What follows belongs to an exercise in optimizing a design on an open flow for small area, a short achievable clock period and few clock cycles per item; a production flow would make more cautious choices. In this exercise RTL edits were held to simulation tests only and were not proved equivalent to the original.

==> flow/design.v (excerpt) <==
module arr_multiplier_pipe #(
  parameter int INPUT_BIT_SIZE = 32,
  parameter int STAGES         = 4
) (
  input  logic                          Clk,
  input  logic                          Reset,
  input  logic                          InValid,
  output logic                          InReady,
  input  logic [INPUT_BIT_SIZE-1:0]     InA,
  input  logic [INPUT_BIT_SIZE-1:0]     InB,
  input  logic                          Signed,
  output logic                          OutValid,
  input  logic                          OutReady,
  output logic [2*INPUT_BIT_SIZE-1:0]   Out
);
Size in the first run: ~2800 cells after synthesis, about 290 flip-flops, ~140 I/O pins, about 31000 um^2 of cells after synthesis.
==> flow/config.mk <==
export PLATFORM = sky130hd
export DESIGN_NAME = arr_multiplier_pipe
export DESIGN_NICKNAME = arr_multiplier_pipe
export VERILOG_FILES = /design/flow/design.v
export SDC_FILE = /design/flow/constraint.sdc
export NUM_CORES = 4
export LEC_CHECK = 0
export ABC_AREA = 1
export CAP_MARGIN = 20
export CORE_MARGIN = 2
export CORE_UTILIZATION = 40
export CTS_CLUSTER_DIAMETER = 100
export CTS_CLUSTER_SIZE = 25
export SLEW_MARGIN = 20
export SYNTH_HIERARCHICAL = 1
export SYNTH_MINIMUM_KEEP_SIZE = 0
==> flow/constraint.sdc <==
create_clock -name core_clock -period 24.0 [get_ports {Clk}]
set_input_delay 4.8000 -clock core_clock [delete_from_list [all_inputs] [get_ports {Clk}]]
set_output_delay 4.8000 -clock core_clock [all_outputs]
set_load 0.01 [all_outputs]
standard.sh (not shown) runs the stock make flow with config.mk's settings and CLKGATE_MAP_FILE= SYNTH_SCRIPT=/design/flow/synth_recipe.tcl, a recipe that flattens the netlist after the stock synthesis.
==> flow/flow/run.sh <==
#!/bin/bash
# The standard layout (standard.sh), with three changes to how it is made:
#  - the input and output ports get sky130_fd_sc_hd__buf_1 buffers instead of the
#    buffer the resizer picks on its own (a slow delay cell);
#  - the resizer's timing repair aims for SETUP_SLACK_MARGIN ns of setup slack, so it
#    works on the paths that set the achieved period, not only on violations;
#  - clock tree synthesis adds no dummy loads (same clustering as config.mk).
# The clock period, SDC and every other setting are the standard flow's. The make output goes to
# standard.log; each ORFS step keeps its own log under orfs/logs/.
set -euo pipefail
export SETUP_SLACK_MARGIN=18.0
export BUFFER_PORTS_ARGS="-buffer_cell sky130_fd_sc_hd__buf_1"
export CTS_ARGS="-sink_clustering_enable -repair_clock_nets -dont_use_dummy_load -sink_clustering_size 25 -sink_clustering_max_diameter 100"
bash standard.sh > standard.log 2>&1
Testbench counts at the start, summed over its fixed seeds: cycles 12,024, items 12,000.
Rerun with:
--- a/flow/flow/run.sh
+++ b/flow/flow/run.sh
@@ -2,3 +2,3 @@
 # The standard layout (standard.sh), with three changes to how it is made:
-#  - the input and output ports get sky130_fd_sc_hd__buf_1 buffers instead of the
+#  - the input and output ports get sky130_fd_sc_hd__buf_2 buffers instead of the
 #    buffer the resizer picks on its own (a slow delay cell);
@@ -11,4 +11,4 @@
 export SETUP_SLACK_MARGIN=18.0
-export BUFFER_PORTS_ARGS="-buffer_cell sky130_fd_sc_hd__buf_1"
-export CTS_ARGS="-sink_clustering_enable -repair_clock_nets -dont_use_dummy_load -sink_clustering_size 25 -sink_clustering_max_diameter 100"
+export BUFFER_PORTS_ARGS="-buffer_cell sky130_fd_sc_hd__buf_2"
+export CTS_ARGS="-sink_clustering_enable -repair_clock_nets -dont_use_dummy_load -sink_clustering_size 25 -sink_clustering_max_diameter 100 -num_static_layers 1"
 bash standard.sh > standard.log 2>&1
- CORE_UTILIZATION: 40 -> 50
- PLACE_DENSITY: not set -> 0.65
Effect:
- synthesized area is unchanged
- wire length went down by 6.1%
- via count went up by 0.33%

* * *

Another version of the RTL of arr_multiplier_pipe (not shown whole).
Size in the first run: roughly 140 I/O pins, ~31000 sq um of cells after synthesis.
export LEC_CHECK = 0
export ABC_AREA = 1
export CAP_MARGIN = 20
export CORE_MARGIN = 2
export CORE_UTILIZATION = 55
export CTS_CLUSTER_DIAMETER = 100
export CTS_CLUSTER_SIZE = 25
export PLACE_DENSITY = 0.7
export SLEW_MARGIN = 20
export SYNTH_HIERARCHICAL = 1
export SYNTH_MINIMUM_KEEP_SIZE = 0
create_clock -name core_clock -period 24.0 [get_ports {Clk}]
==> flow/flow/run.sh <==
#!/bin/bash
# The standard layout, with two changes to how it is made:
#  - the input and output ports get sky130_fd_sc_hd__buf_2 buffers instead of the
#    buffer the resizer picks on its own (a slow delay cell);
#  - the resizer's timing repair aims for SETUP_SLACK_MARGIN ns of setup slack, so it
#    works on the paths that set the achieved period, not only on violations.
# The clock period, SDC and every other setting are the standard flow's.
set -euo pipefail
export SETUP_SLACK_MARGIN=${SETUP_SLACK_MARGIN_OVERRIDE:-18.0}
export BUFFER_PORTS_ARGS="-buffer_cell sky130_fd_sc_hd__buf_2"
bash standard.sh > standard.log 2>&1
Testbench counts at the start, summed over its fixed seeds: cycles 12,024, items 12,000.
Edit:
--- a/flow/config.mk
+++ b/flow/config.mk
@@ -9 +9 @@
-export CAP_MARGIN = 20
+export CAP_MARGIN = 5
@@ -11 +11 @@
-export CORE_UTILIZATION = 55
+export CORE_UTILIZATION = 40
@@ -14,2 +14 @@
-export PLACE_DENSITY = 0.7
-export SLEW_MARGIN = 20
+export SLEW_MARGIN = 5
After rerunning: Utilization is lower by 15 points; clock skew goes down by 0.013 ns; first-iteration DRC count falls by 3.1%; worst setup slack gets worse by 0.092 ns; maximum frequency drops by 1.5%; cell count climbs by 8.1%.
Edit:
--- a/flow/config.mk
+++ b/flow/config.mk
@@ -9 +9 @@
-export CAP_MARGIN = 5
+export CAP_MARGIN = 20
@@ -14 +14 @@
-export SLEW_MARGIN = 5
+export SLEW_MARGIN = 20
What happened:
- The changed run finished with timing, DRC and antenna clean
- synthesized cell count does not change
- die area does not change
- hold slack barely changes
- via count hardly moves
- area after synthesis is unchanged
- cell area stays the same
- critical path depth does not change
- wire length is about the same
Edit:
--- a/flow/flow/run.sh
+++ b/flow/flow/run.sh
@@ -9 +9 @@
-export SETUP_SLACK_MARGIN=${SETUP_SLACK_MARGIN_OVERRIDE:-18.0}
+export SETUP_SLACK_MARGIN=${SETUP_SLACK_MARGIN_OVERRIDE:-18.5}
Result:
- core utilization is higher by 0.78 points
- first-iteration DRC count is lower by 5.3%
- worst setup slack improves by 0.12 ns
- routed wire length is higher by 2.1%
- via count is higher by 0.31%
- register-to-register slack improves by 0.44 ns
- cell count hardly moves
Edit:
--- a/flow/flow/run.sh
+++ b/flow/flow/run.sh
@@ -9 +9 @@
-export SETUP_SLACK_MARGIN=${SETUP_SLACK_MARGIN_OVERRIDE:-18.5}
+export SETUP_SLACK_MARGIN=${SETUP_SLACK_MARGIN_OVERRIDE:-18.2}
Effect:
- synthesized area stays the same
- final area falls by about 1.3%
- cell count hardly moves
- synthesized cell count does not change

static timing again, ports no longer ideal:
No port has a modelled driver above. Below, the same layouts with a new extraction and two added sets of constraints. Step 1, drivers: a clkbuf_16 drives Clk and a buf_2 each remaining input, both assumed. Step 2 adds t to the input delays and takes it off the output delays; t is the mean of the earliest and latest rising clock arrival at the registers after step 1. Input paths then give back, and output paths get back, about the clock's delay inside the block. Three values: ideal ports, drivers, drivers and shift; two values: the first two.
| run | shift t [ns] | slack for setup (ns) | worst register clock-pin slew, ns | cell pins on the clock port's net |
|---|---|---|---|---|
| the first run of note 1 | 0.624 | 17.966 / 17.901 / 17.695 | 0.10 / 0.10 | 1 |
| the second run of note 1 | 0.601 | 18.081 / 18.016 / 17.840 | 0.11 / 0.11 | 1 |
| the first run of note 2 | 0.603 | 18.024 / 18.005 / 17.874 | 0.10 / 0.10 | 1 |
| the second run of note 2 | 0.633 | 17.932 / 17.863 / 17.669 | 0.10 / 0.10 | 1 |
| the third run of note 2 | 0.634 | 17.930 / 17.860 / 17.674 | 0.10 / 0.10 | 1 |
| the fourth run of note 2 | 0.627 | 18.049 / 17.981 / 18.117 | 0.10 / 0.10 | 1 |
| the fifth run of note 2 | 0.635 | 17.926 / 17.857 / 17.830 | 0.10 / 0.10 | 1 |
After both steps setup and hold are still met in every run listed. For the first run of note 1, which loses most, drivers alone change the setup slack by -0.065 ns; drivers and shift together by -0.271 ns.
